From an optimization exercise on the open Yosys and OpenROAD flow, aimed at small area; shortcuts taken in it are not production practice. RTL that was checked went through simulation tests only; none was proved equivalent to the original. The RTL of run 4 was laid out without a check of its function. Power figures rest on the tool's default switching activity, not on a simulated workload.

==> flow/flow/run.sh <==
#!/bin/bash
# Standard layout with one netlist clean-up between synthesis and floorplan:
# flow/fixinv.py re-picks the polarity of cells whose output inverts with some
# of their inputs (full adders, majority gates, muxes, XORs) so fewer inverters
# are needed in the synthesized netlist.
# Registers are untouched and the logic is unchanged. Each step logs to its own file.
set -euo pipefail
# Port buffers: the smallest buffer cell (the repair steps resize it where a port needs more drive).
export BUFFER_PORTS_ARGS="-buffer_cell sky130_fd_sc_hd__buf_1"
R="$PWD/orfs/results/$FLOW_PLATFORM/video_box_overlay/base"
bash standard.sh "$R/1_2_yosys.v" > synth.log 2>&1
cp "$R/1_2_yosys.v" "$R/1_2_yosys.orig.v"
python3 flow/fixinv.py "$R/1_2_yosys.orig.v" "$R/1_2_yosys.v" > fixinv.log 2>&1
bash standard.sh > layout.log 2>&1
==> flow/flow/fixinv.py <==
#!/usr/bin/env python3
"""Cut inverters out of a mapped sky130hd netlist by re-picking signal polarities.

Some cells compute a function whose output inverts when a fixed subset of their
inputs is inverted: full adders and majority gates (all inputs), 2:1 muxes (both
data inputs), XOR/XNOR gates (input A). Some cells also come in an inverting and
a non-inverting form with the same pins: mux2i/mux2, xnor2/xor2. After
synthesis, many inverters sit next to such cells only because of the polarity
each one happened to be built in. This pass chooses, for every such cell, whether
to flip its inputs and whether to switch its form, so that the area of the
inverters needed (plus any change in cell area) is smallest (simulated
annealing). It then rewrites the netlist: every original inverter is removed and
one inverter is added per signal that some reader needs in the other polarity.
Registers and all other cells keep their type and connections, so the logic is
unchanged.

usage: fixinv2.py IN.v OUT.v
"""
import math
import random
import re
import sys

INV_RE = re.compile(r'^sky130_fd_sc_hd__(inv|clkinv)_\d+$')
INV_AREA = 3.7536
# type -> (inputs whose joint inversion inverts the output, output pin,
#          other form or None, area change when switching to the other form)
FLIP = {
    'sky130_fd_sc_hd__fa_1': (('A', 'B', 'CIN'), ('COUT', 'SUM'), None, 0.0),
    'sky130_fd_sc_hd__fa_2': (('A', 'B', 'CIN'), ('COUT', 'SUM'), None, 0.0),
    'sky130_fd_sc_hd__maj3_1': (('A', 'B', 'C'), ('X',), None, 0.0),
    'sky130_fd_sc_hd__maj3_2': (('A', 'B', 'C'), ('X',), None, 0.0),
    'sky130_fd_sc_hd__mux2_1': (('A0', 'A1'), ('X',), ('sky130_fd_sc_hd__mux2i_1', 'Y'), -1.2512),
    'sky130_fd_sc_hd__mux2_2': (('A0', 'A1'), ('X',), ('sky130_fd_sc_hd__mux2i_1', 'Y'), -1.2512),
    'sky130_fd_sc_hd__mux2i_1': (('A0', 'A1'), ('Y',), ('sky130_fd_sc_hd__mux2_1', 'X'), 1.2512),
    'sky130_fd_sc_hd__xor2_1': (('A',), ('X',), ('sky130_fd_sc_hd__xnor2_1', 'Y'), 0.0),
    'sky130_fd_sc_hd__xnor2_1': (('A',), ('Y',), ('sky130_fd_sc_hd__xor2_1', 'X'), 0.0),
}
OUT_PINS = {'X', 'Y', 'Q', 'Q_N', 'SUM', 'COUT', 'HI', 'LO', 'GCLK'}

CELL_RE = re.compile(r'^  (sky130_fd_sc_hd__\w+) (\S+)\s+\((.*?)\n  \);\n', re.S | re.M)
PIN_RE = re.compile(r'\.(\w+)\(([^()]*)\)')


def fmt(n):
    return n + ' ' if n.startswith('\\') else n


def main(src, dst):
    text = open(src).read()
    cells = []
    for m in CELL_RE.finditer(text):
        pins = [(p, n.strip()) for p, n in PIN_RE.findall(m.group(3))]
        cells.append({'typ': m.group(1), 'name': m.group(2), 'pins': pins, 'span': m.span()})
    ports = set()
    for m in re.finditer(r'^\s*(input|output)\s+(\[\d+:\d+\]\s+)?(\S+);', text, re.M):
        ports.add(m.group(3))

    inv_of = {}
    for c in cells:
        if INV_RE.match(c['typ']):
            d = dict(c['pins'])
            if d['Y'].split('[')[0] not in ports:
                inv_of[d['Y']] = d['A']
                c['removable'] = True

    def root(n):
        pol = 0
        while n in inv_of:
            n = inv_of[n]
            pol ^= 1
        return n, pol

    fl = [c for c in cells if c['typ'] in FLIP]
    fidx = {id(c): i for i, c in enumerate(fl)}
    out_owner = {}
    for i, c in enumerate(fl):
        for p, n in c['pins']:
            if p in FLIP[c['typ']][1]:
                out_owner[n] = i
    flip = [0] * len(fl)     # inputs of the flip set and outputs inverted
    conv = [0] * len(fl)     # switched to the other form (outputs inverted)

    cnt = {}
    reads = []               # [cell, pin, src, pol, flip index or -1]
    for c in cells:
        if c.get('removable'):
            continue
        i = fidx.get(id(c), -1)
        fset = FLIP[c['typ']][0] if i >= 0 else ()
        for p, n in c['pins']:
            if p in OUT_PINS or not n or n.startswith("1'b"):
                continue
            s, pol = root(n)
            reads.append([c, p, s, pol, i if p in fset else -1])
            cnt.setdefault(s, [0, 0])[pol] += 1
    reads_of = [[] for _ in fl]
    for r in reads:
        if r[4] >= 0:
            reads_of[r[4]].append(r)
    outs_of = [[n for p, n in c['pins'] if p in FLIP[c['typ']][1]] for c in fl]

    def phys(s):
        i = out_owner.get(s)
        return (flip[i] ^ conv[i]) if i is not None else 0

    def cost(s):
        c = cnt.get(s, [0, 0])
        return INV_AREA if c[1 - phys(s)] > 0 else 0.0

    def conv_area(i):
        return FLIP[fl[i]['typ']][3] if conv[i] else 0.0

    def move(i, kind):
        """Apply a move; return the change in area."""
        srcs = set(outs_of[i])
        if kind == 0:
            srcs |= {r[2] for r in reads_of[i]}
        old = sum(cost(s) for s in srcs) + conv_area(i)
        if kind == 0:
            for r in reads_of[i]:
                cnt[r[2]][r[3]] -= 1
                r[3] ^= 1
                cnt[r[2]][r[3]] += 1
            flip[i] ^= 1
        else:
            conv[i] ^= 1
        return sum(cost(s) for s in srcs) + conv_area(i) - old

    before = sum(1 for c in cells if c.get('removable'))
    rnd = random.Random(1)
    n = len(fl)
    moves = [(i, 0) for i in range(n)] + [(i, 1) for i in range(n) if FLIP[fl[i]['typ']][2]]
    cur = 0.0
    best, best_state = 0.0, (list(flip), list(conv))
    steps = 400 * len(moves)
    for k in range(steps):
        temp = 4.0 * (1 - k / steps) + 0.02
        i, kind = moves[rnd.randrange(len(moves))]
        d = move(i, kind)
        if d <= 1e-9 or rnd.random() < math.exp(-d / temp):
            cur += d
            if cur < best - 1e-9:
                best, best_state = cur, (list(flip), list(conv))
        else:
            move(i, kind)
    for i in range(n):
        if flip[i] != best_state[0][i]:
            move(i, 0)
        if conv[i] != best_state[1][i]:
            move(i, 1)

    # rewrite
    inv_net, new_cells, new_wires = {}, [], []

    def inv_for(s):
        if s not in inv_net:
            k = len(inv_net)
            w = '_finv%d_' % k
            inv_net[s] = w
            new_wires.append(w)
            new_cells.append('  sky130_fd_sc_hd__inv_1 _finvc%d_ (\n    .A(%s),\n    .Y(%s)\n  );\n'
                             % (k, fmt(s), w))
        return inv_net[s]

    conn = {}
    for c, p, s, pol, i in reads:
        conn[(id(c), p)] = s if (pol ^ phys(s)) == 0 else inv_for(s)

    out, pos, nconv = [], 0, 0
    for c in cells:
        a, b = c['span']
        out.append(text[pos:a])
        pos = b
        if c.get('removable'):
            continue
        typ, outmap = c['typ'], {}
        i = fidx.get(id(c))
        if i is not None and conv[i]:
            other, opin = FLIP[typ][2]
            outmap = {FLIP[typ][1][0]: opin}
            typ = other
            nconv += 1
        lines = ['    .%s(%s)' % (outmap.get(p, p), fmt(conn.get((id(c), p), n))) for p, n in c['pins']]
        out.append('  %s %s (\n%s\n  );\n' % (typ, fmt(c['name']), ',\n'.join(lines)))
    out.append(text[pos:])
    res = ''.join(out)
    i = res.index('\n  wire ')
    res = res[:i + 1] + ''.join('  wire %s;\n' % w for w in new_wires) + res[i + 1:]
    j = res.rindex('endmodule')
    res = res[:j] + ''.join(new_cells) + res[j:]
    open(dst, 'w').write(res)
    print('flippable cells %d, inverters %d -> %d, cells switched %d, area change %.1f um2'
          % (n, before, len(inv_net), nconv, best - 0.0))


if __name__ == '__main__':
    main(sys.argv[1], sys.argv[2])
==> flow/standard.sh <==
#!/bin/bash
# synth_recipe.tcl (not shown) runs the flow's synth.tcl, then flattens the netlist and writes it again
# the make line also repeats each setting of config.mk as NAME=value (left out here)
make -C /OpenROAD-flow-scripts/flow DESIGN_CONFIG=/design/flow/config.mk WORK_HOME=/design/flow/orfs CLKGATE_MAP_FILE= SYNTH_SCRIPT=/design/flow/synth_recipe.tcl "${@:-finish}"
==> flow/config.mk <==
export PLATFORM = sky130hd
export DESIGN_NAME = video_box_overlay
export DESIGN_NICKNAME = video_box_overlay
export VERILOG_FILES = /design/flow/design.v
export SDC_FILE = /design/flow/constraint.sdc
export NUM_CORES = 4
export LEC_CHECK = 0
export CAP_MARGIN = 20
export CORE_MARGIN = 2
export CORE_UTILIZATION = 70
export CTS_BUF_LIST = sky130_fd_sc_hd__clkbuf_16
export CTS_CLUSTER_DIAMETER = 100
export CTS_CLUSTER_SIZE = 30
export GPL_TIMING_DRIVEN = 0
export SLEW_MARGIN = 20
export SYNTH_HIERARCHICAL = 0
==> flow/constraint.sdc <==
create_clock -name core_clock -period 6.0 [get_ports {clk}]
set_input_delay 1.2000 -clock core_clock [delete_from_list [all_inputs] [get_ports {clk}]]
set_output_delay 1.2000 -clock core_clock [all_outputs]
set_load 0.01 [all_outputs]
==> flow/design.v <==
module video_box_overlay #(
  parameter int N_BOX   = 8,
  parameter int W_PIX   = 24,
  parameter int W_COORD = 12,
  parameter int W_THK   = 4,
  localparam int W_IDX  = (N_BOX > 1) ? $clog2(N_BOX) : 1
) (
  input  logic               clk,
  input  logic               rstn,
  input  logic               vsync,
  input  logic               hsync,
  input  logic               de,
  input  logic [W_PIX-1:0]   data,
  input  logic               cfg_we,
  input  logic [W_IDX-1:0]   cfg_idx,
  input  logic               cfg_en,
  input  logic               cfg_blend,
  input  logic [W_COORD-1:0] cfg_x,
  input  logic [W_COORD-1:0] cfg_y,
  input  logic [W_COORD-1:0] cfg_w,
  input  logic [W_COORD-1:0] cfg_h,
  input  logic [W_THK-1:0]   cfg_thick,
  input  logic [W_PIX-1:0]   cfg_color,
  output logic               vsync_o,
  output logic               hsync_o,
  output logic               de_o,
  output logic [W_PIX-1:0]   data_o,
  output logic               cfg_commit
);
  localparam int N_LANE = W_PIX / 8;
  localparam int SPLIT  = 7;
  localparam logic [W_COORD-1:0] COORD_MAX = {W_COORD{1'b1}};
  function automatic logic [SPLIT:0] add_lo(input logic [SPLIT-1:0] a,
                                            input logic [SPLIT-1:0] b, input logic ci);
    logic c;
    c = ci;
    for (int k = 0; k < SPLIT; k++) begin
      add_lo[k] = a[k] ^ b[k] ^ c;
      c         = (a[k] & b[k]) | (a[k] & c) | (b[k] & c);
    end
    add_lo[SPLIT] = c;
  endfunction
  function automatic logic [W_COORD-SPLIT:0] add_hi(input logic [W_COORD-SPLIT-1:0] a,
                                                    input logic [W_COORD-SPLIT-1:0] b,
                                                    input logic ci);
    logic c;
    c = ci;
    for (int k = 0; k < W_COORD - SPLIT; k++) begin
      add_hi[k] = a[k] ^ b[k] ^ c;
      c         = (a[k] & b[k]) | (a[k] & c) | (b[k] & c);
    end
    add_hi[W_COORD-SPLIT] = c;
  endfunction
  function automatic logic ge_t(input logic [W_THK-1:0] a, input logic [W_THK-1:0] b);
    logic c;
    c = 1'b1;
    for (int k = 0; k < W_THK; k++)
      c = (a[k] & ~b[k]) | (a[k] & c) | (~b[k] & c);
    ge_t = c;
  endfunction
  function automatic logic [3:0] axis_lo(
    input logic [SPLIT-1:0] np, input logic ci, input logic [SPLIT-1:0] lo,
    input logic [SPLIT-1:0] sm, input logic [W_THK-1:0] t
  );
    logic [SPLIT:0] nd, g;
    logic [SPLIT-1:0] d;
    nd = add_lo(lo, np, ci);
    g  = add_lo(sm, nd[SPLIT-1:0], 1'b1);
    d  = ~nd[SPLIT-1:0];
    axis_lo = {nd[SPLIT], g[SPLIT],
               (|d[SPLIT-1:W_THK]) | ge_t(d[W_THK-1:0], t),
               (|g[SPLIT-1:W_THK]) | ge_t(g[W_THK-1:0], t)};
  endfunction
  function automatic logic [1:0] axis_hi(
    input logic [W_COORD-SPLIT-1:0] np, input logic [W_COORD-SPLIT-1:0] lo,
    input logic [W_COORD-SPLIT-1:0] sm, input logic [3:0] part
  );
    logic [W_COORD-SPLIT:0] nd, g;
    nd = add_hi(lo, np, part[3]);
    g  = add_hi(sm, nd[W_COORD-SPLIT-1:0], part[2]);
    axis_hi = {~nd[W_COORD-SPLIT] & g[W_COORD-SPLIT],
               (part[1] | ~(&nd[W_COORD-SPLIT-1:0])) &
               (part[0] | (|g[W_COORD-SPLIT-1:0]))};
  endfunction
  function automatic logic [7:0] lane_avg(input logic [7:0] a, input logic [7:0] b);
    logic c;
    c = 1'b0;
    for (int k = 0; k < 8; k++) begin
      if (k > 0) lane_avg[k-1] = a[k] ^ b[k] ^ c;
      c = (a[k] & b[k]) | (a[k] & c) | (b[k] & c);
    end
    lane_avg[7] = c;
  endfunction
  logic               vsync_prev_r, de_prev_r;
  logic [W_COORD-1:0] x_cnt_r, y_cnt_r;
  logic               vsync_rise_s, de_fall_s;
  logic               wr_en_s;
  logic [W_THK-1:0]   wr_thick_s;
  logic [W_COORD-1:0] wr_wm_s, wr_hm_s;
  logic [W_COORD:0]   wr_t2_s;
  logic               pend_en_r    [N_BOX];
  logic               pend_blend_r [N_BOX];
  logic [W_COORD-1:0] pend_x_r     [N_BOX];
  logic [W_COORD-1:0] pend_y_r     [N_BOX];
  logic [W_COORD-1:0] pend_wm_r    [N_BOX];
  logic [W_COORD-1:0] pend_hm_r    [N_BOX];
  logic [W_THK-1:0]   pend_nthk_r [N_BOX];
  logic [W_PIX-1:0]   pend_color_r [N_BOX];
  logic               act_en_r     [N_BOX];
  logic               act_blend_r  [N_BOX];
  logic [W_COORD-1:0] act_x_r      [N_BOX];
  logic [W_COORD-1:0] act_y_r      [N_BOX];
  logic [W_COORD-1:0] act_wm_r     [N_BOX];
  logic [W_COORD-1:0] act_hm_r     [N_BOX];
  logic [W_THK-1:0]   act_nthk_r  [N_BOX];
  logic [W_PIX-1:0]   act_color_r  [N_BOX];
  logic               v1_r, v2_r, v3_r;
  logic               s1_vs_r, s1_hs_r, s1_de_r;
  logic [W_PIX-1:0]   s1_data_r;
  logic               s1_xsat_r;
  logic               s2_vs_r, s2_hs_r, s2_de_r;
  logic [W_PIX-1:0]   s2_data_r;
  logic [3:0]         s2_part_r    [N_BOX];
  logic [W_COORD-SPLIT-1:0] s2_ph_r;
  logic [1:0]         yflag_r      [N_BOX];
  logic               s3_vs_r, s3_hs_r, s3_de_r, s3_hit_r, s3_blend_r;
  logic [W_PIX-1:0]   s3_data_r, s3_color_r;
  logic [W_COORD-1:0] p1_s;
  logic [3:0]         part_s       [N_BOX];
  logic [1:0]         ax_s         [N_BOX];
  logic [N_BOX-1:0]   hit_s, sel_s;
  logic               sel_hit_s, sel_blend_s;
  logic [W_PIX-1:0]   sel_color_s, blend_s, mix_s;
  assign vsync_rise_s = vsync & ~vsync_prev_r;
  assign de_fall_s    = ~de & de_prev_r;
  always_ff @(posedge clk or negedge rstn) begin
    if (!rstn) begin
      vsync_prev_r <= 1'b0;
      de_prev_r    <= 1'b0;
      x_cnt_r      <= {W_COORD{1'b0}};
      y_cnt_r      <= {W_COORD{1'b0}};
    end else begin
      vsync_prev_r <= vsync;
      de_prev_r    <= de;
      if (de_fall_s)
        x_cnt_r <= {W_COORD{1'b0}};
      else if (de && (x_cnt_r != COORD_MAX))
        x_cnt_r <= x_cnt_r + {{(W_COORD-1){1'b0}}, 1'b1};
      if (vsync_rise_s)
        y_cnt_r <= {W_COORD{1'b0}};
      else if (de_fall_s && (y_cnt_r != COORD_MAX))
        y_cnt_r <= y_cnt_r + {{(W_COORD-1){1'b0}}, 1'b1};
    end
  end
  assign wr_t2_s    = {{(W_COORD-W_THK){1'b0}}, cfg_thick, 1'b0};
  assign wr_en_s    = cfg_en && (cfg_w != {W_COORD{1'b0}}) && (cfg_h != {W_COORD{1'b0}});
  assign wr_thick_s = ((wr_t2_s < {1'b0, cfg_w}) && (wr_t2_s < {1'b0, cfg_h})) ?
                      cfg_thick : {W_THK{1'b0}};
  assign wr_wm_s    = cfg_w - {{(W_COORD-1){1'b0}}, 1'b1};
  assign wr_hm_s    = cfg_h - {{(W_COORD-1){1'b0}}, 1'b1};
  always_ff @(posedge clk or negedge rstn) begin
    if (!rstn) begin
      for (int i = 0; i < N_BOX; i++) begin
        pend_en_r[i] <= 1'b0;
        act_en_r[i]  <= 1'b0;
      end
      cfg_commit <= 1'b0;
    end else begin
      for (int i = 0; i < N_BOX; i++) begin
        if (cfg_we && (cfg_idx == i[W_IDX-1:0]))
          pend_en_r[i] <= wr_en_s;
        if (vsync_rise_s)
          act_en_r[i] <= pend_en_r[i];
      end
      cfg_commit <= vsync_rise_s;
    end
  end
  always_ff @(posedge clk) begin
    for (int i = 0; i < N_BOX; i++) begin
      if (cfg_we && (cfg_idx == i[W_IDX-1:0])) begin
        pend_blend_r[i] <= cfg_blend;
        pend_x_r[i]     <= cfg_x;
        pend_y_r[i]     <= cfg_y;
        pend_wm_r[i]    <= wr_wm_s;
        pend_hm_r[i]    <= wr_hm_s;
        pend_nthk_r[i]  <= ~wr_thick_s;
        pend_color_r[i] <= cfg_color;
      end
      if (vsync_rise_s) begin
        act_blend_r[i] <= pend_blend_r[i];
        act_x_r[i]     <= pend_x_r[i];
        act_y_r[i]     <= pend_y_r[i];
        act_wm_r[i]    <= pend_wm_r[i];
        act_hm_r[i]    <= pend_hm_r[i];
        act_nthk_r[i] <= pend_nthk_r[i];
        act_color_r[i] <= pend_color_r[i];
      end
    end
  end
  assign p1_s = s1_de_r ? x_cnt_r : y_cnt_r;
  always_comb begin
    for (int i = 0; i < N_BOX; i++)
      part_s[i] = axis_lo(~p1_s[SPLIT-1:0], s1_de_r & ~s1_xsat_r,
                          s1_de_r ? act_x_r[i][SPLIT-1:0] : act_y_r[i][SPLIT-1:0],
                          s1_de_r ? act_wm_r[i][SPLIT-1:0] : act_hm_r[i][SPLIT-1:0],
                          ~act_nthk_r[i]);
  end
  always_comb begin
    logic any;
    for (int i = 0; i < N_BOX; i++) begin
      ax_s[i] = axis_hi(~s2_ph_r,
                        s2_de_r ? act_x_r[i][W_COORD-1:SPLIT] : act_y_r[i][W_COORD-1:SPLIT],
                        s2_de_r ? act_wm_r[i][W_COORD-1:SPLIT] : act_hm_r[i][W_COORD-1:SPLIT],
                        s2_part_r[i]);
      hit_s[i] = act_en_r[i] & ax_s[i][1] & yflag_r[i][1] &
                 !((act_nthk_r[i] != {W_THK{1'b1}}) & ax_s[i][0] & yflag_r[i][0]);
    end
    any = 1'b0;
    for (int i = 0; i < N_BOX; i++) begin
      sel_s[i] = s2_de_r & hit_s[i] & !any;
      any      = any | hit_s[i];
    end
    sel_hit_s   = |sel_s;
    sel_blend_s = 1'b0;
    sel_color_s = {W_PIX{1'b0}};
    for (int i = 0; i < N_BOX; i++) begin
      sel_color_s = sel_color_s | ({W_PIX{sel_s[i]}} & act_color_r[i]);
      sel_blend_s = sel_blend_s | (sel_s[i] & act_blend_r[i]);
    end
  end
  always_comb begin
    for (int l = 0; l < N_LANE; l++)
      blend_s[l*8 +: 8] = lane_avg(s3_data_r[l*8 +: 8], s3_color_r[l*8 +: 8]);
    if (!s3_hit_r)
      mix_s = s3_data_r;
    else if (s3_blend_r)
      mix_s = blend_s;
    else
      mix_s = s3_color_r;
  end
  always_ff @(posedge clk or negedge rstn) begin
    if (!rstn) begin
      v1_r    <= 1'b0;
      v2_r    <= 1'b0;
      v3_r    <= 1'b0;
      vsync_o <= 1'b0;
      hsync_o <= 1'b0;
      de_o    <= 1'b0;
      data_o  <= {W_PIX{1'b0}};
    end else begin
      v1_r    <= 1'b1;
      v2_r    <= v1_r;
      v3_r    <= v2_r;
      vsync_o <= v3_r & s3_vs_r;
      hsync_o <= v3_r & s3_hs_r;
      de_o    <= v3_r & s3_de_r;
      data_o  <= v3_r ? mix_s : {W_PIX{1'b0}};
    end
  end
  always_ff @(posedge clk) begin
    s1_vs_r    <= vsync;
    s1_hs_r    <= hsync;
    s1_de_r    <= de;
    s1_data_r  <= data;
    s1_xsat_r  <= &x_cnt_r;
    s2_vs_r    <= s1_vs_r;
    s2_hs_r    <= s1_hs_r;
    s2_de_r    <= s1_de_r;
    s2_data_r  <= s1_data_r;
    for (int i = 0; i < N_BOX; i++)
      s2_part_r[i] <= part_s[i];
    s2_ph_r    <= p1_s[W_COORD-1:SPLIT];
    for (int i = 0; i < N_BOX; i++)
      if (!s2_de_r)
        yflag_r[i] <= ax_s[i];
    s3_vs_r    <= s2_vs_r;
    s3_hs_r    <= s2_hs_r;
    s3_de_r    <= s2_de_r;
    s3_data_r  <= s2_data_r;
    s3_hit_r   <= sel_hit_s;
    s3_blend_r <= sel_blend_s;
    s3_color_r <= sel_color_s;
  end
endmodule
==> reports/metrics.yaml, run 1 <==
htree_levels: 2
start_kind: "register"
die_w_um: 281
antenna_found_initial: 3
worstSetupPathType: "reg2reg"
first_iter_violations: 2892
dp_slack_ns: -2.46
slew_headroom: 0.196
drc: 0
slowest_delay_ns: 0.54
hold_path_class: "reg2reg"
synth_fp_nets: 3098
timing.final.ws_setup_ns: 0.0848
vdd_drop_max_uv: 398
dieHeight_um: 281
cts_buffers: 54
cp.required_ns: 6.53
grt_pass1_wl_um: 166000
clkTransAtPathRegs_ns: 0.12
cp_max_fo: 10
grt_use_met3: 0.0380
detail-route-antenna-nets: 0
grt_pass1_vias: 25500
wl_um: 114000
overflow: 0
worst_ep_arrival_time_ns: 6.44
maxCapViolCount: 0
cp_cell_sequence: "buf_12 > buf_12 > buf_12 > mux2i_4 > fa_2 > fa_2 > fa_2 > fa_2 > fa_2 > fa_1 > and4_4 > a22oi_2 > a31o_4 > nand4_1 > nand2b_4 > nor4_4 > buf_4 > buf_4 > a32o_1 > or3_1"
synth_area_um2: 53900
met2_usage: 0.472
setup_violations: 0
setup_tns_ns: 0
die-area_um2: 79200
coreArea_um2: 76100
nFillCells: 4145
cts_tree: "yes"
final_layout_size_suffix_gt1_frac: 0.120
cts_max_path_buffers: 3
syn_inst: 2766
hold_buffers: 0
avgRoutedWirePerCell_um: 27.8
critPathSlowestCell: "fa_1"
fmax_mhz: 169
dr.pass1.iters: 5
finalNetCount: 3359
cp_common_cell: "fa_2"
p_leak_nw: 20.4
drv_slew: 0
fin_crit_sh: 0.986
rsz0062_at_grt: "yes"
num_io_pins: 139
floorplan.rows: 101
finalHoldViolations: 0
globalRoute.busiestLayer: "met2"
use_met1: 0.438
status: "timing/DRC/antenna clean"
syn_area_per_cell_um2: 19.5
clock_skew_ns: 0.0275
vias: 25100
area_growth_pct: 9.83
hpwl_um: 78600
cts_root_buf: "clkbuf_16"
fin_crit_ns: 5.92
insertion_delay_ns: 0.67
port_buffers: 138
viasPerCell: 6.11
grt_max_degree: 173
yosysWarnings: 21
powerDensity_nw_per_um2: 311
holdWs_ns: 0.331
cts_sinks: 1466
grt_usage: 0.295
gp_congestion: 0.882
initial_core_util: 0.708
tightest_slew_ns: 1.20
crit_path_end_kind: "register"
## placed cells by master (no fill, tap or decap), drive strengths merged, types with 11 or more instances in the layout
| cell | count |
|---|---|
| edfxtp | 1248 |
| buf | 240 |
| inv | 215 |
| fa | 201 |
| dfxtp | 145 |
| mux2 | 127 |
| mux2i | 105 |
| clkbuf | 89 |
| nand2 | 83 |
| dfrtp | 73 |
| nor2 | 67 |
| a21oi | 40 |
| maj3 | 34 |
| a22oi | 28 |
| nand2b | 27 |
| a222oi | 25 |
| o21ai | 25 |
| o211a | 24 |
| nand4 | 24 |
| o221ai | 23 |
| a221o | 22 |
| nand3 | 21 |
| xor2 | 21 |
| ha | 20 |
| or3 | 20 |
| nor3 | 16 |
| o211ai | 15 |
| xnor2 | 13 |
| nor4 | 11 |
## critical path: cells and delay by family (launching register included)
kind	cells	cell delay [ns]
compound gates	3	0.59
fa+ha+maj	6	2.74
buf+inv	5	0.75
flops	1	0.42
mux	1	0.25
simple gates	5	1.00
## report_power, final
part	total, W	switching [W]	internal, W
Combinational	0.00220	0.00135	0.000851
Clock	0.00459	0.00282	0.00177
Sequential	0.0116	0.000166	0.0115
## per-layer routing
layer | up-vias | routed length [µm]
met1 | 13100 | 46900
li1 | 10900 | -
met4 | 0 | 3240
met5 | - | 0
met2 | 963 | 56100
met3 | 143 | 7840
## registers in the layout, indices dropped and copies added, names as in the netlist, 96 cells and up
signal        flops
act_color_r     192
pend_color_r    192
act_hm_r         96
act_wm_r         96
act_x_r          96
act_y_r          96
pend_hm_r        96
pend_wm_r        96
pend_x_r         96
pend_y_r         96
## through the flow
step                      std cells  utilization  power, W  area (µm²)
after global routing           4104        0.778    0.0191       59200
after CTS                      4096        0.776    0.0185       59000
final                          4105        0.778    0.0184       59200
after detailed placement       3983        0.747    0.0140       56800
after floorplan                2766            -    0.0131       53900
after global placement         3934        0.733    0.0138       55700
## layout make-up
cell class,instances,area [µm²],area share
diodes,3,7.51,0.000127
plain buffers,65,485,0.00820
clock buffers,58,1450,0.0245
clock inverters,43,161,0.00273
inverters,172,646,0.0109
multi-input cells,1061,11300,0.191
flip-flops and latches,1466,42200,0.713
well taps,1030,1290,0.0218
repair buffers,207,1640,0.0277
## what timing repair did
action                     in CTS  in global routing
cloned                          0                  0
pin swaps                      15                 13
setup endpoints to repair      56                 34
buffers inserted               13                  7
resized for setup             132                 52
## final timing paths
path                       depth (start not counted)             end  slack, ns     startpoint
max                                               20  s3_color_r[11]       0.08        s2_de_r
min                                                0   s3_data_r[19]       0.33  s2_data_r[19]
max reg2reg                                       20  s3_color_r[11]       0.08        s2_de_r
min reg2reg                                        0   s3_data_r[19]       0.33  s2_data_r[19]
max in group asynchronous                          2      data_o[13]       4.78           rstn
min in group asynchronous                          1         hsync_o       0.60           rstn
==> inputs of run 2 (changes only) <==
--- a/flow/config.mk
+++ b/flow/config.mk
@@ -12,5 +12,6 @@
 export CTS_CLUSTER_DIAMETER = 100
 export CTS_CLUSTER_SIZE = 30
 export GPL_TIMING_DRIVEN = 0
+export PLACE_DENSITY = 0.7
 export SLEW_MARGIN = 20
 export SYNTH_HIERARCHICAL = 0
==> run 2 against run 1 <==
Net effect:
- largest power group unchanged
- still clean
- final area did not move
- highest routed layer unchanged
- sequential cell count did not move
- worst hold slack did not move
- synthesized cell count did not move
- non-clock buffer count did not move
- synthesized area did not move
==> reports/metrics.yaml, run 2 <==
die-area_um2: 79200
vdd_drop_max_uv: 398
syn_area_per_cell_um2: 19.5
reg2reg_from: "s2_de_r"
cts_buffers: 54
start_kind: "register"
power.internal_w: 0.0141
multi_input_area_um2: 11300
grt_max_degree: 173
fin_crit_sh: 0.986
initial_core_util: 0.708
fin_cells: 4105
synth_area_um2: 53900
seq_area_um2: 42200
fmax_mhz: 169
worstSetupPathType: "reg2reg"
hold_path_class: "reg2reg"
dr.pass1.iters: 5
overflow: 0
rrSetupSlack_ns: 0.08
fin_crit_ns: 5.92
p_leak_nw: 20.4
grt_pass1_vias: 25500
slew_headroom: 0.196
finalNetCount: 3359
dieHeight_um: 281
hold_buffers: 0
port_buffers: 138
hold_path_end: "s3_data_r[19]"
detail-route-antenna-nets: 0
clock_power_share: 0.249
viasPerCell: 6.11
area_growth_pct: 9.83
cts_sinks: 1466
r2r_cells: 20
syn_inst: 2766
synth_fp_nets: 3098
status: "timing/DRC/antenna clean"
grt_usage: 0.295
rsz0062_at_grt: "yes"
worstHoldStart: "s2_data_r[19]"
mostFrequentLayoutCells: "edfxtp_1, inv_1, fa_1"
cp_max_fo: 10
gp_congestion: 0.882
wl_um: 114000
htree_levels: 2
powerDensity_nw_per_um2: 311
antenna_found_initial: 3
final_common_cell: "edfxtp_1"
drc: 0
cts_tree: "yes"
nFillCells: 4145
drv_slew: 0
die_w_um: 281
holdPathStages: 0
combPwrFrac: 0.119
cp.required_ns: 6.53
cts_root_buf: "clkbuf_16"
finalPower_w: 0.0184
grt_pass1_wl_um: 166000
first_iter_violations: 2892
yosysWarnings: 21
setup_violations: 0
p_seq_frac: 0.632
clock_skew_ns: 0.0275
reg2reg_to: "s3_color_r[11]"
floorplan.rows: 101
cts_max_path_buffers: 3
tightest_slew_ns: 1.20
worst_ep_arrival_time_ns: 6.44
avgRoutedWirePerCell_um: 27.8
reg_top3: "act_color_r (192), pend_color_r (192)"
vias: 25100
clkTransAtPathRegs_ns: 0.12
crit_path_end_kind: "register"
insertion_delay_ns: 0.67
netSwitchingPower_w: 0.00433
maxCapViolCount: 0
finalHoldViolations: 0
num_io_pins: 139
coreArea_um2: 76100
hpwl_um: 78600
swShare: 0.235
final_layout_size_suffix_gt1_frac: 0.120
place_inst: 3983
run 2: worst max path at each step:
stage,startpoint,end,slack (ns),depth (start not counted)
after floorplan,s2_de_r,s3_color_r[14],0.02,20
after global placement,cfg_idx[1],pend_en_r[5],-2.94,4
after detailed placement,s2_de_r,s3_color_r[20],-2.46,19
after CTS,s1_de_r,s2_part_r[3][0],0.001,14
after global routing,s2_de_r,s3_color_r[11],-0.08,22
final,s2_de_r,s3_color_r[11],0.08,20
run 2: timing repair:
action / CTS / global route
pin swaps: 15 / 13
buffers inserted: 13 / 7
resized for setup: 132 / 52
endpoints found under the setup margin: 56 / 34
run 2: per-stage QoR:
stage | worst slack (ns) | instance area, µm² | utilization | hold slack [ns] | setup TNS, ns
CTS | 0.000991 | 59000 | 0.776 | 0.338 | 0
finish | 0.0848 | 59200 | 0.778 | 0.331 | 0
floorplan | 0.0150 | 53900 | - | 0.310 | 0
detailed placement | -2.46 | 56800 | 0.747 | 0.313 | -69.08
global placement | -2.94 | 55700 | 0.733 | 0.310 | -1679.04
global route | -0.0777 | 59200 | 0.778 | 0.342 | -0.272
run 2: power groups by stage:
stage / Sequential (W) / Clock, W / Combinational (W)
after floorplan: 0.0118 / 0 / 0.00130
after global placement: 0.0119 / 0 / 0.00196
after detailed placement: 0.0119 / 0 / 0.00213
after CTS: 0.0116 / 0.00465 / 0.00219
after global routing: 0.0117 / 0.00496 / 0.00244
final: 0.0116 / 0.00459 / 0.00220
run 2: per-layer routing:
metal  share of wire  track usage
met5               0            0
met4           0.028       0.0866
met3           0.069       0.0380
met2            0.49        0.472
met1            0.41        0.438
run 2: cell type report:
cell class	instances	area share
Timing Repair Buffer	207	0.0277
Clock buffer	58	0.0245
Antenna cell	3	0.000127
Sequential cell	1466	0.713
Inverter	172	0.0109
Clock inverter	43	0.00273
Buffer	65	0.00820
Multi-Input combinational cell	1061	0.191
Tap cell	1030	0.0218
run 2: critical path, cell delays in order (launching register included):
cell and delay [ns]:
dfxtp_4 0.42, buf_12 0.13, buf_12 0.15, buf_12 0.14, mux2i_4 0.25, fa_2 0.50
fa_2 0.44, fa_2 0.41, fa_2 0.43, fa_2 0.42, fa_1 0.54, and4_4 0.24
a22oi_2 0.13, a31o_4 0.27, nand4_1 0.16, nand2b_4 0.19, nor4_4 0.04, buf_4 0.18
buf_4 0.15, a32o_1 0.19, or3_1 0.37
==> inputs of run 3 (changes only) <==
==> flow/flow/run.sh (replaced) <==
#!/bin/bash
# Standard layout with a netlist clean-up between synthesis and floorplan:
#  - flow/fixinv.py re-picks the polarity of cells whose output inverts with
#    some of their inputs (full adders, majority gates, muxes, XORs) so fewer
#    inverters are needed in the synthesized netlist;
#  - flow/absorb.py then folds remaining inverters into the gates that read
#    them where another library cell does the same with less area.
# Registers are untouched and the logic is unchanged. Port buffers use the
# smallest buffer cell (the repair steps resize it where a port needs more
# drive). Each step logs to its own file.
set -euo pipefail
export BUFFER_PORTS_ARGS="-buffer_cell sky130_fd_sc_hd__buf_1"
R="$PWD/orfs/results/$FLOW_PLATFORM/video_box_overlay/base"
LIB="$FLOW_HOME/platforms/$FLOW_PLATFORM/lib/sky130_fd_sc_hd__tt_025C_1v80.lib"
bash standard.sh "$R/1_2_yosys.v" > synth.log 2>&1
cp "$R/1_2_yosys.v" "$R/1_2_yosys.orig.v"
python3 flow/fixinv.py "$R/1_2_yosys.orig.v" "$R/1_2_yosys.fixinv.v" > fixinv.log 2>&1
python3 flow/absorb.py "$LIB" "$R/1_2_yosys.fixinv.v" "$R/1_2_yosys.v" > absorb.log 2>&1
bash standard.sh > layout.log 2>&1
==> flow/flow/absorb.py (new file) <==
#!/usr/bin/env python3
"""Fold inverters into the gates that read them, in a mapped sky130hd netlist.

A gate that reads a signal through an inverter can often read the signal itself
as another cell of the library: an inverted-input pin (A_N, B_N, ...) fed by an
inverter becomes the plain pin of the gate without that input inverted, and an
AND/OR/NAND/NOR gate whose inputs are all inverted becomes its De Morgan dual.
A rewrite is made only where the cells it removes outweigh the area it adds,
counting an inverter as removed once no reader of it is left. Registers are
untouched and the logic is unchanged.

usage: absorb.py LIB IN.v OUT.v
"""
import re
import sys

P = 'sky130_fd_sc_hd__'
CELL_RE = re.compile(r'^  (sky130_fd_sc_hd__\w+) (\S+)\s+\((.*?)\n  \);\n', re.S | re.M)
PIN_RE = re.compile(r'\.(\w+)\(([^()]*)\)')
INV_RE = re.compile(r'^sky130_fd_sc_hd__inv_\d+$')

# one inverted-input pin fed by an inverter: (type, pin) -> new type (pin renamed to new name)
UNB = {
    ('nand2b_1', 'A_N'): ('nand2_1', 'A'), ('nor2b_1', 'B_N'): ('nor2_1', 'B'),
    ('and2b_1', 'A_N'): ('and2_1', 'A'), ('or2b_1', 'B_N'): ('or2_1', 'B'),
    ('nand3b_1', 'A_N'): ('nand3_1', 'A'), ('nor3b_1', 'C_N'): ('nor3_1', 'C'),
    ('and3b_1', 'A_N'): ('and3_1', 'A'), ('or3b_1', 'C_N'): ('or3_1', 'C'),
    ('nand4b_1', 'A_N'): ('nand4_1', 'A'), ('nor4b_1', 'D_N'): ('nor4_1', 'D'),
    ('and4b_1', 'A_N'): ('and4_1', 'A'), ('or4b_1', 'D_N'): ('or4_1', 'D'),
    ('a21boi_0', 'B1_N'): ('a21oi_1', 'B1'), ('a21bo_1', 'B1_N'): ('a21o_1', 'B1'),
    ('o21bai_1', 'B1_N'): ('o21ai_0', 'B1'), ('o21ba_1', 'B1_N'): ('o21a_1', 'B1'),
}
# all inputs inverted: type -> (dual type, input pins, old out pin, new out pin)
DUAL = {}
for n, pins in ((2, ('A', 'B')), (3, ('A', 'B', 'C')), (4, ('A', 'B', 'C', 'D'))):
    DUAL['nand%d_1' % n] = ('or%d_1' % n, pins, 'Y', 'X')
    DUAL['nor%d_1' % n] = ('and%d_1' % n, pins, 'Y', 'X')
    DUAL['and%d_1' % n] = ('nor%d_1' % n, pins, 'X', 'Y')
    DUAL['or%d_1' % n] = ('nand%d_1' % n, pins, 'X', 'Y')
OUT_PINS = {'X', 'Y', 'Q', 'Q_N', 'SUM', 'COUT', 'HI', 'LO'}


def fmt(n):
    return n + ' ' if n.startswith('\\') else n


def main(lib, src, dst):
    area, cur = {}, None
    for line in open(lib):
        m = re.match(r'\s*cell\s*\(\s*"?(\w+)"?\s*\)', line)
        if m:
            cur = m.group(1)
        m = re.match(r'\s*area\s*:\s*([\d.]+)', line)
        if m and cur:
            area[cur] = float(m.group(1))
            cur = None
    text = open(src).read()
    cells = []
    for m in CELL_RE.finditer(text):
        pins = [[p, n.strip()] for p, n in PIN_RE.findall(m.group(3))]
        cells.append({'typ': m.group(1), 'name': m.group(2), 'pins': pins, 'span': m.span()})
    ports = set(m.group(3) for m in re.finditer(
        r'^\s*(input|output)\s+(\[\d+:\d+\]\s+)?(\S+);', text, re.M))
    inv_in, readers = {}, {}
    for c in cells:
        if INV_RE.match(c['typ']):
            d = dict(c['pins'])
            if d['Y'].split('[')[0] not in ports:
                inv_in[d['Y']] = (d['A'], c)
    for c in cells:
        for p, n in c['pins']:
            if p not in OUT_PINS:
                readers[n] = readers.get(n, 0) + 1

    def freed(nets):
        # inverters whose every reader is among the given pins
        k = {}
        for n in nets:
            k[n] = k.get(n, 0) + 1
        return sum(1 for n, v in k.items() if readers.get(n, 0) == v)

    saved, changed = 0.0, True
    while changed:
        changed = False
        for c in cells:
            if c.get('dead'):
                continue
            t = c['typ'][len(P):]
            d = dict(c['pins'])
            plan = None
            for (ty, pin), (nt, npin) in UNB.items():
                if ty == t and d.get(pin) in inv_in:
                    plan = ('unb', nt, [pin], {pin: npin}, {})
            if plan is None and t in DUAL:
                nt, ins, op, nop = DUAL[t]
                if all(d.get(p) in inv_in for p in ins):
                    plan = ('dual', nt, list(ins), {}, {op: nop})
            if plan is None:
                continue
            kind, nt, ins, rename, orename = plan
            nets = [d[p] for p in ins]
            delta = area[P + nt] - area[c['typ']] - area[P + 'inv_1'] * freed(nets)
            if delta >= -1e-6:
                continue
            for pr in c['pins']:
                if pr[0] in ins:
                    n = pr[1]
                    readers[n] -= 1
                    a = inv_in[n][0]
                    readers[a] = readers.get(a, 0) + 1
                    pr[1] = a
                    pr[0] = rename.get(pr[0], pr[0])
                elif pr[0] in orename:
                    pr[0] = orename[pr[0]]
            c['typ'] = P + nt
            saved -= delta
            changed = True
        for n, (a, ic) in list(inv_in.items()):
            if readers.get(n, 0) == 0 and not ic.get('dead'):
                ic['dead'] = True
                readers[a] -= 1
                del inv_in[n]
                changed = True
    out, pos, ndead = [], 0, 0
    for c in cells:
        a, b = c['span']
        out.append(text[pos:a])
        pos = b
        if c.get('dead'):
            ndead += 1
            continue
        lines = ['    .%s(%s)' % (p, fmt(n)) for p, n in c['pins']]
        out.append('  %s %s (\n%s\n  );\n' % (c['typ'], fmt(c['name']), ',\n'.join(lines)))
    out.append(text[pos:])
    open(dst, 'w').write(''.join(out))
    print('inverters removed %d, area saved %.1f um2' % (ndead, saved))


if __name__ == '__main__':
    main(sys.argv[1], sys.argv[2], sys.argv[3])
--- a/flow/config.mk
+++ b/flow/config.mk
@@ -12,6 +12,5 @@
 export CTS_CLUSTER_DIAMETER = 100
 export CTS_CLUSTER_SIZE = 30
 export GPL_TIMING_DRIVEN = 0
-export PLACE_DENSITY = 0.7
 export SLEW_MARGIN = 20
 export SYNTH_HIERARCHICAL = 0
==> run 3 against run 2 <==
Net effect:
- clock power down 2%
- cell count down 0.78%
- synthesized area down 0.26%
- maximum frequency up 0.14%
- combinational power down 2%
- critical path type unchanged
- still clean
==> reports/metrics.yaml, run 3 <==
finalPower_w: 0.0183
final_common_cell: "edfxtp_1"
hold_path_class: "reg2reg"
grt_pass1_wl_um: 163000
cts_root_buf: "clkbuf_16"
clkTransAtPathRegs_ns: 0.12
slowest_delay_ns: 0.48
finalHoldViolations: 0
grt_max_degree: 161
mostFrequentLayoutCells: "edfxtp_1, inv_1, fa_1"
floorplan.rows: 101
vdd_drop_max_uv: 389
maxCapViolCount: 0
p_leak_nw: 20.2
drv_slew: 0
synth_area_um2: 53800
crit_path_end_kind: "register"
first_iter_violations: 2996
fin_crit_sh: 0.984
cp_cell_sequence: "buf_12 > buf_12 > buf_12 > mux2i_4 > fa_1 > fa_2 > fa_1 > fa_2 > fa_2 > fa_1 > and4_1 > a22oi_2 > a31o_2 > nor2_4 > clkbuf_2 > a221o_1 > a22oi_1 > o221ai_1"
antenna_found_initial: 1
syn_area_per_cell_um2: 19.7
detail-route-antenna-nets: 0
port_buffers: 138
viasPerCell: 6.15
synth_fp_nets: 3066
p_seq_frac: 0.636
grt_pass1_vias: 25100
cts_tree: "yes"
cp.required_ns: 6.50
cts_buffers: 54
swShare: 0.234
setup_violations: 0
critPathSlowestCell: "fa_1"
gp_congestion: 0.887
fin_crit_ns: 5.91
syn_inst: 2734
combPwrFrac: 0.118
overflow: 0
cp_max_fo: 10
tightest_slew_ns: 1.08
final_util: 0.778
vias: 25100
slew_headroom: 0.277
area_growth_pct: 9.89
holdWs_ns: 0.331
die_w_um: 281
yosysWarnings: 21
initial_core_util: 0.708
num_io_pins: 139
clock_power_share: 0.247
insertion_delay_ns: 0.68
power.internal_w: 0.0140
grt_usage: 0.293
dieHeight_um: 281
worst_ep_arrival_time_ns: 6.40
netSwitchingPower_w: 0.00429
coreArea_um2: 75900
reg_top3: "act_color_r (192), pend_color_r (192)"
die-area_um2: 79000
drc: 0
status: "timing/DRC/antenna clean"
dr.pass1.iters: 6
finalNetCount: 3329
htree_levels: 2
worstSetupPathType: "reg2reg"
fmax_mhz: 169
avgRoutedWirePerCell_um: 27.5
cts_max_path_buffers: 3
cts_sinks: 1466
n_antenna_cell: 0
powerDensity_nw_per_um2: 310
clock_skew_ns: 0.0335
start_kind: "register"
wl_um: 112000
final_layout_size_suffix_gt1_frac: 0.123
hpwl_um: 77800
rsz0062_at_grt: "yes"
hold_buffers: 0
==> run 3: cell types whose count changed in the layout (fill, tap and decap cells not counted), moves of 4 or more <==
cell	change
inv_1	-31
buf_6	+4
clkbuf_8	+4
buf_2	-4
nand2_1	+6
nand2b_1	-12
buf_8	-6
or2_1	+6
==> run 3: per-layer routing <==
layer | global-route usage | vias up | routed length (µm)
met3 | 0.0350 | 156 | 8320
met2 | 0.471 | 1082 | 54900
met5 | 0 | - | 0
met4 | 0.0842 | 0 | 3330
met1 | 0.435 | 13000 | 45500
li1 | - | 10800 | -
==> run 3: final timing paths <==
path / cells after the start / end / start / slack, ns
worst max-delay path: 18 / s3_color_r[10] / s2_de_r / 0.09
worst min-delay path: 0 / s3_data_r[4] / s2_data_r[4] / 0.33
worst max register to register: 18 / s3_color_r[10] / s2_de_r / 0.09
worst min register to register: 0 / s3_data_r[4] / s2_data_r[4] / 0.33
max in group asynchronous: 2 / pend_en_r[7] / rstn / 4.89
min in group asynchronous: 1 / x_cnt_r[2] / rstn / 0.52
==> run 3: critical path: cells and delay by family, from the launching register on <==
kind / cells / cell delay, ns
adders and majority gates: 6 / 2.66
AOI/OAI and AO/OA: 5 / 1.39
buffers and inverters: 4 / 0.68
DFF: 1 / 0.42
and+or+nand+nor: 2 / 0.32
muxes: 1 / 0.26
==> run 3: cell type report <==
type / count / area, µm²
Buffer: 66 / 531
Tap cell: 1030 / 1290
Inverter: 140 / 526
Multi-Input combinational cell: 1061 / 11300
Clock inverter: 47 / 199
Fill cell: 4053 / 16900
Sequential cell: 1466 / 42200
Clock buffer: 55 / 1380
Timing Repair Buffer: 208 / 1640
==> run 3: stage by stage <==
step	setup slack, ns	instances	TNS (ns)	cell area (µm²)
finish	0.0930	4073	0	59100
global route	-0.0455	4073	-0.246	59100
CTS	0.00690	4069	0	58800
detailed placement	-2.66	3949	-78.18	56700
global placement	-2.99	3902	-1722.22	55600
floorplan	0.0150	2734	0	53800
==> run 3: what timing repair did <==
| item | in CTS | in global routing |
|---|---|---|
| buffers inserted | 19 | 4 |
| setup endpoints to repair | 61 | 32 |
| resized for setup | 135 | 52 |
| endpoints found under the hold margin | 0 | 0 |
| pin swaps | 20 | 19 |
==> run 3: power groups by stage <==
stage | sequential (W) | combinational (W) | clock (W)
finish | 0.0116 | 0.00216 | 0.00452
global route | 0.0117 | 0.00240 | 0.00488
floorplan | 0.0118 | 0.00128 | 0
global placement | 0.0119 | 0.00194 | 0
CTS | 0.0116 | 0.00215 | 0.00459
detailed placement | 0.0119 | 0.00210 | 0
==> inputs of run 4 (changes only) <==
--- a/flow/design.v
+++ b/flow/design.v
@@ -60,12 +60,12 @@
   endfunction
   function automatic logic [3:0] axis_lo(
     input logic [SPLIT-1:0] np, input logic ci, input logic [SPLIT-1:0] lo,
-    input logic [SPLIT-1:0] sm, input logic [W_THK-1:0] t
+    input logic [SPLIT-1:0] sz, input logic [W_THK-1:0] t
   );
     logic [SPLIT:0] nd, g;
     logic [SPLIT-1:0] d;
     nd = add_lo(lo, np, ci);
-    g  = add_lo(sm, nd[SPLIT-1:0], 1'b1);
+    g  = add_lo(sz, nd[SPLIT-1:0], 1'b0);
     d  = ~nd[SPLIT-1:0];
     axis_lo = {nd[SPLIT], g[SPLIT],
                (|d[SPLIT-1:W_THK]) | ge_t(d[W_THK-1:0], t),
@@ -73,11 +73,11 @@
   endfunction
   function automatic logic [1:0] axis_hi(
     input logic [W_COORD-SPLIT-1:0] np, input logic [W_COORD-SPLIT-1:0] lo,
-    input logic [W_COORD-SPLIT-1:0] sm, input logic [3:0] part
+    input logic [W_COORD-SPLIT-1:0] sz, input logic [3:0] part
   );
     logic [W_COORD-SPLIT:0] nd, g;
     nd = add_hi(lo, np, part[3]);
-    g  = add_hi(sm, nd[W_COORD-SPLIT-1:0], part[2]);
+    g  = add_hi(sz, nd[W_COORD-SPLIT-1:0], part[2]);
     axis_hi = {~nd[W_COORD-SPLIT] & g[W_COORD-SPLIT],
                (part[1] | ~(&nd[W_COORD-SPLIT-1:0])) &
                (part[0] | (|g[W_COORD-SPLIT-1:0]))};
@@ -96,29 +96,28 @@
   logic               vsync_rise_s, de_fall_s;
   logic               wr_en_s;
   logic [W_THK-1:0]   wr_thick_s;
-  logic [W_COORD-1:0] wr_wm_s, wr_hm_s;
   logic [W_COORD:0]   wr_t2_s;
   logic               pend_en_r    [N_BOX];
   logic               pend_blend_r [N_BOX];
   logic [W_COORD-1:0] pend_x_r     [N_BOX];
   logic [W_COORD-1:0] pend_y_r     [N_BOX];
-  logic [W_COORD-1:0] pend_wm_r    [N_BOX];
-  logic [W_COORD-1:0] pend_hm_r    [N_BOX];
+  logic [W_COORD-1:0] pend_w_r     [N_BOX];
+  logic [W_COORD-1:0] pend_h_r     [N_BOX];
   logic [W_THK-1:0]   pend_nthk_r [N_BOX];
   logic [W_PIX-1:0]   pend_color_r [N_BOX];
   logic               act_en_r     [N_BOX];
   logic               act_blend_r  [N_BOX];
   logic [W_COORD-1:0] act_x_r      [N_BOX];
   logic [W_COORD-1:0] act_y_r      [N_BOX];
-  logic [W_COORD-1:0] act_wm_r     [N_BOX];
-  logic [W_COORD-1:0] act_hm_r     [N_BOX];
+  logic [W_COORD-1:0] act_w_r      [N_BOX];
+  logic [W_COORD-1:0] act_h_r      [N_BOX];
   logic [W_THK-1:0]   act_nthk_r  [N_BOX];
   logic [W_PIX-1:0]   act_color_r  [N_BOX];
   logic               v1_r, v2_r, v3_r;
-  logic               s1_vs_r, s1_hs_r, s1_de_r;
+  logic               s1_vs_r, s1_hs_r, s1_de_r, s1_bl_r;
   logic [W_PIX-1:0]   s1_data_r;
   logic               s1_xsat_r;
-  logic               s2_vs_r, s2_hs_r, s2_de_r;
+  logic               s2_vs_r, s2_hs_r, s2_de_r, s2_bl_r, s2_de2_r, s2_bl2_r;
   logic [W_PIX-1:0]   s2_data_r;
   logic [3:0]         s2_part_r    [N_BOX];
   logic [W_COORD-SPLIT-1:0] s2_ph_r;
@@ -128,7 +127,7 @@
   logic [W_COORD-1:0] p1_s;
   logic [3:0]         part_s       [N_BOX];
   logic [1:0]         ax_s         [N_BOX];
-  logic [N_BOX-1:0]   hit_s, sel_s;
+  logic [N_BOX-1:0]   hit_s, sel_s, s2_act_s;
   logic               sel_hit_s, sel_blend_s;
   logic [W_PIX-1:0]   sel_color_s, blend_s, mix_s;
   assign vsync_rise_s = vsync & ~vsync_prev_r;
@@ -156,8 +155,6 @@
   assign wr_en_s    = cfg_en && (cfg_w != {W_COORD{1'b0}}) && (cfg_h != {W_COORD{1'b0}});
   assign wr_thick_s = ((wr_t2_s < {1'b0, cfg_w}) && (wr_t2_s < {1'b0, cfg_h})) ?
                       cfg_thick : {W_THK{1'b0}};
-  assign wr_wm_s    = cfg_w - {{(W_COORD-1){1'b0}}, 1'b1};
-  assign wr_hm_s    = cfg_h - {{(W_COORD-1){1'b0}}, 1'b1};
   always_ff @(posedge clk or negedge rstn) begin
     if (!rstn) begin
       for (int i = 0; i < N_BOX; i++) begin
@@ -181,8 +178,8 @@
         pend_blend_r[i] <= cfg_blend;
         pend_x_r[i]     <= cfg_x;
         pend_y_r[i]     <= cfg_y;
-        pend_wm_r[i]    <= wr_wm_s;
-        pend_hm_r[i]    <= wr_hm_s;
+        pend_w_r[i]     <= cfg_w;
+        pend_h_r[i]     <= cfg_h;
         pend_nthk_r[i]  <= ~wr_thick_s;
         pend_color_r[i] <= cfg_color;
       end
@@ -190,27 +187,40 @@
         act_blend_r[i] <= pend_blend_r[i];
         act_x_r[i]     <= pend_x_r[i];
         act_y_r[i]     <= pend_y_r[i];
-        act_wm_r[i]    <= pend_wm_r[i];
-        act_hm_r[i]    <= pend_hm_r[i];
+        act_w_r[i]     <= pend_w_r[i];
+        act_h_r[i]     <= pend_h_r[i];
         act_nthk_r[i] <= pend_nthk_r[i];
         act_color_r[i] <= pend_color_r[i];
       end
     end
   end
+  always_comb begin
+    for (int i = 0; i < N_BOX; i++)
+      case (i * 4 / N_BOX)
+        0:       s2_act_s[i] = s2_de_r;
+        1:       s2_act_s[i] = ~s2_bl_r;
+        2:       s2_act_s[i] = s2_de2_r;
+        default: s2_act_s[i] = ~s2_bl2_r;
+      endcase
+  end
   assign p1_s = s1_de_r ? x_cnt_r : y_cnt_r;
   always_comb begin
     for (int i = 0; i < N_BOX; i++)
       part_s[i] = axis_lo(~p1_s[SPLIT-1:0], s1_de_r & ~s1_xsat_r,
-                          s1_de_r ? act_x_r[i][SPLIT-1:0] : act_y_r[i][SPLIT-1:0],
-                          s1_de_r ? act_wm_r[i][SPLIT-1:0] : act_hm_r[i][SPLIT-1:0],
+                          (i < N_BOX / 2 ? s1_de_r : ~s1_bl_r) ?
+                            act_x_r[i][SPLIT-1:0] : act_y_r[i][SPLIT-1:0],
+                          (i < N_BOX / 2 ? s1_de_r : ~s1_bl_r) ?
+                            act_w_r[i][SPLIT-1:0] : act_h_r[i][SPLIT-1:0],
                           ~act_nthk_r[i]);
   end
   always_comb begin
     logic any;
     for (int i = 0; i < N_BOX; i++) begin
       ax_s[i] = axis_hi(~s2_ph_r,
-                        s2_de_r ? act_x_r[i][W_COORD-1:SPLIT] : act_y_r[i][W_COORD-1:SPLIT],
-                        s2_de_r ? act_wm_r[i][W_COORD-1:SPLIT] : act_hm_r[i][W_COORD-1:SPLIT],
+                        s2_act_s[i] ?
+                          act_x_r[i][W_COORD-1:SPLIT] : act_y_r[i][W_COORD-1:SPLIT],
+                        s2_act_s[i] ?
+                          act_w_r[i][W_COORD-1:SPLIT] : act_h_r[i][W_COORD-1:SPLIT],
                         s2_part_r[i]);
       hit_s[i] = act_en_r[i] & ax_s[i][1] & yflag_r[i][1] &
                  !((act_nthk_r[i] != {W_THK{1'b1}}) & ax_s[i][0] & yflag_r[i][0]);
@@ -261,17 +271,21 @@
     s1_vs_r    <= vsync;
     s1_hs_r    <= hsync;
     s1_de_r    <= de;
+    s1_bl_r    <= ~de;
     s1_data_r  <= data;
     s1_xsat_r  <= &x_cnt_r;
     s2_vs_r    <= s1_vs_r;
     s2_hs_r    <= s1_hs_r;
     s2_de_r    <= s1_de_r;
+    s2_bl_r    <= s1_bl_r;
+    s2_de2_r   <= ~s1_bl_r;
+    s2_bl2_r   <= ~s1_de_r;
     s2_data_r  <= s1_data_r;
     for (int i = 0; i < N_BOX; i++)
       s2_part_r[i] <= part_s[i];
     s2_ph_r    <= p1_s[W_COORD-1:SPLIT];
     for (int i = 0; i < N_BOX; i++)
-      if (!s2_de_r)
+      if (s2_bl_r)
         yflag_r[i] <= ax_s[i];
     s3_vs_r    <= s2_vs_r;
     s3_hs_r    <= s2_hs_r;
==> run 4 against run 3 <==
Net effect:
- sequential power hardly changed
- non-clock buffer count is 17 lower
- core utilization shrank 0.72 points
- die area is 0.50% higher
- wire length up 0.59%
- via count grew 0.49%
- combinational power down about 20%
- final area down 0.60%
- the layout now fails its checks (setup timing)
==> reports/metrics.yaml, run 4 <==
start_kind: "register"
avgRoutedWirePerCell_um: 27.5
vias: 25200
yosysWarnings: 21
power.internal_w: 0.0138
grt_usage: 0.292
worst_ep_arrival_time_ns: 6.50
dp_slack_ns: -2.13
dieHeight_um: 282
status: "failed layout checks"
first_iter_violations: 3007
cts_sinks: 1470
finalNetCount: 3358
finalHoldViolations: 0
rrSetupSlack_ns: -0.02
cp_max_fo: 10
viasPerCell: 6.13
wl_um: 113000
fin_crit_ns: 6.02
final_area_um2: 58700
coreArea_um2: 76200
num_io_pins: 139
nFillCells: 4209
vdd_drop_max_uv: 333
maxCapViolCount: 0
combPwrFrac: 0.097
reg2reg_to: "s3_color_r[0]"
drc: 0
seq_area_um2: 42300
hold_buffers: 0
syn_inst: 2786
cts_max_path_buffers: 3
crit_start: "s2_de2_r"
tightest_slew_ns: 1.10
rsz0062_at_grt: "no"
multi_input_area_um2: 11100
p_seq_frac: 0.651
clkTransAtPathRegs_ns: 0.12
powerDensity_nw_per_um2: 304
final_common_cell: "edfxtp_1"
hold_path_class: "reg2reg"
mostFrequentLayoutCells: "edfxtp_1, inv_1, fa_1"
grt_pass1_vias: 25400
clock_power_share: 0.252
floorplan.rows: 101
insertion_delay_ns: 0.67
cp.required_ns: 6.48
final_layout_size_suffix_gt1_frac: 0.0937
crit_path_end_kind: "register"
initial_core_util: 0.709
endpoint: "s3_color_r[0]"
timing.final.ws_setup_ns: -0.0239
slew_headroom: 0.264
grt_max_degree: 171
gp_congestion: 0.911
die_w_um: 282
p_leak_nw: 20.9
antenna_found_initial: 7
grt_pass1_wl_um: 164000
reg2reg_from: "s2_de2_r"
violations: "setup timing"
cts_root_buf: "clkbuf_16"
netSwitchingPower_w: 0.00404
port_buffers: 138
finalPower_w: 0.0179
synth_area_um2: 54000
cts_buffers: 54
swShare: 0.226
detail-route-antenna-nets: 0
holdWs_ns: 0.331
htree_levels: 2
reg_top3: "act_color_r (192), pend_color_r (192)"
area_growth_pct: 8.69
worstSetupPathType: "reg2reg"
final_util: 0.771
cts_tree: "yes"
placed_area_um2: 56700
r2r_cells: 15
fmax_mhz: 166
die-area_um2: 79400
hpwl_um: 78900
synth_fp_nets: 3116
syn_area_per_cell_um2: 19.4
setup_violations: 1
dr.pass1.iters: 6
clock_skew_ns: 0.0289
overflow: 0
drv_slew: 0
fin_crit_sh: 1.00
-- run 4: power by group through the flow --
stage          clock network (W)  registers (W)  logic [W]
6_report                 0.00450         0.0116    0.00173
3_3_place_gp                   0         0.0119    0.00159
4_1_cts                  0.00457         0.0116    0.00174
3_5_place_dp                   0         0.0119    0.00172
5_1_grt                  0.00487         0.0117    0.00193
2_1_floorplan                  0         0.0118    0.00108
-- run 4: how the worst min path moves through the flow --
stage                   from            end  depth (start not counted)
2_1_floorplan   s1_data_r[0]   s2_data_r[0]                          0
3_3_place_gp   s1_data_r[13]  s2_data_r[13]                          0
4_1_cts        s1_data_r[16]  s2_data_r[16]                          0
5_1_grt         s1_data_r[6]   s2_data_r[6]                          0
6_report       s2_data_r[20]  s3_data_r[20]                          0
3_5_place_dp   s1_data_r[23]  s2_data_r[23]                          0
-- run 4: what timing repair did --
item,in CTS,in global routing
gates resized for setup,84,26
pin swaps,9,15
setup buffers,6,4
setup endpoints to repair,53,28
-- run 4: stage by stage --
step	instances	setup TNS, ns
after floorplan	2786	0
after global placement	3954	-1573.29
after detailed placement	3993	-68.05
after CTS	4099	0
after global routing	4104	0
final	4105	-0.0239
-- run 4: cell type report --
type | instances | area share
Clock buffer | 54 | 0.0230
Inverter | 169 | 0.0108
Multi-Input combinational cell | 1076 | 0.188
Sequential cell | 1470 | 0.720
Buffer | 70 | 0.00795
Clock inverter | 47 | 0.00339
Tap cell | 1030 | 0.0219
Timing Repair Buffer | 187 | 0.0242
Antenna cell | 2 | 0.0000852
-- run 4: worst max-delay path: stages (launching register included) --
cell	delay, ns
dfxtp_2	0.37
buf_8	0.17
mux2i_1	0.35
fa_1	0.52
fa_1	0.49
fa_1	0.49
fa_1	0.46
fa_1	0.47
fa_1	0.48
nand4_1	0.15
nor3_1	0.10
o31ai_4	0.36
nand4_1	0.20
nor3b_2	0.33
nand4_4	0.23
o211ai_1	0.64
-- run 4: routing by layer --
layer / up-vias / routed length, µm / GRT usage
met5: - / 13 / 0
met4: 2 / 2720 / 0.0741
met3: 174 / 9000 / 0.0404
met2: 1048 / 55900 / 0.479
met1: 13000 / 45200 / 0.426
li1: 10900 / - / -

-- afterwards: timing with drivers on the ports --
Ports are ideal in the flow. The routed layouts listed here were re-timed in OpenROAD. Step 1: set_driving_cell puts a clkbuf_16 on clk and a buf_2 on each other input, an assumption about the parent block. Step 2, shift: input delay + t, output delay - t, t = (earliest + latest rising clock arrival at the registers) / 2. This alone moves slack from input paths to output paths. a / b / c = no drivers / after step 1 / after step 2; a / b = the first two.
run | shift t [ns] | setup WS [ns] | worst setup path at the end | latest minus earliest clock arrival (ns)
run 1 | 0.727 | 0.085 / 0.085 / 0.085 | register to register | 0.032 / 0.032
run 2 | 0.727 | 0.085 / 0.085 / 0.085 | register to register | 0.032 / 0.032
run 3 | 0.728 | 0.093 / 0.093 / 0.093 | register to register | 0.037 / 0.037
run 4 | 0.723 | -0.024 / -0.024 / -0.024 | register to register | 0.030 / 0.030
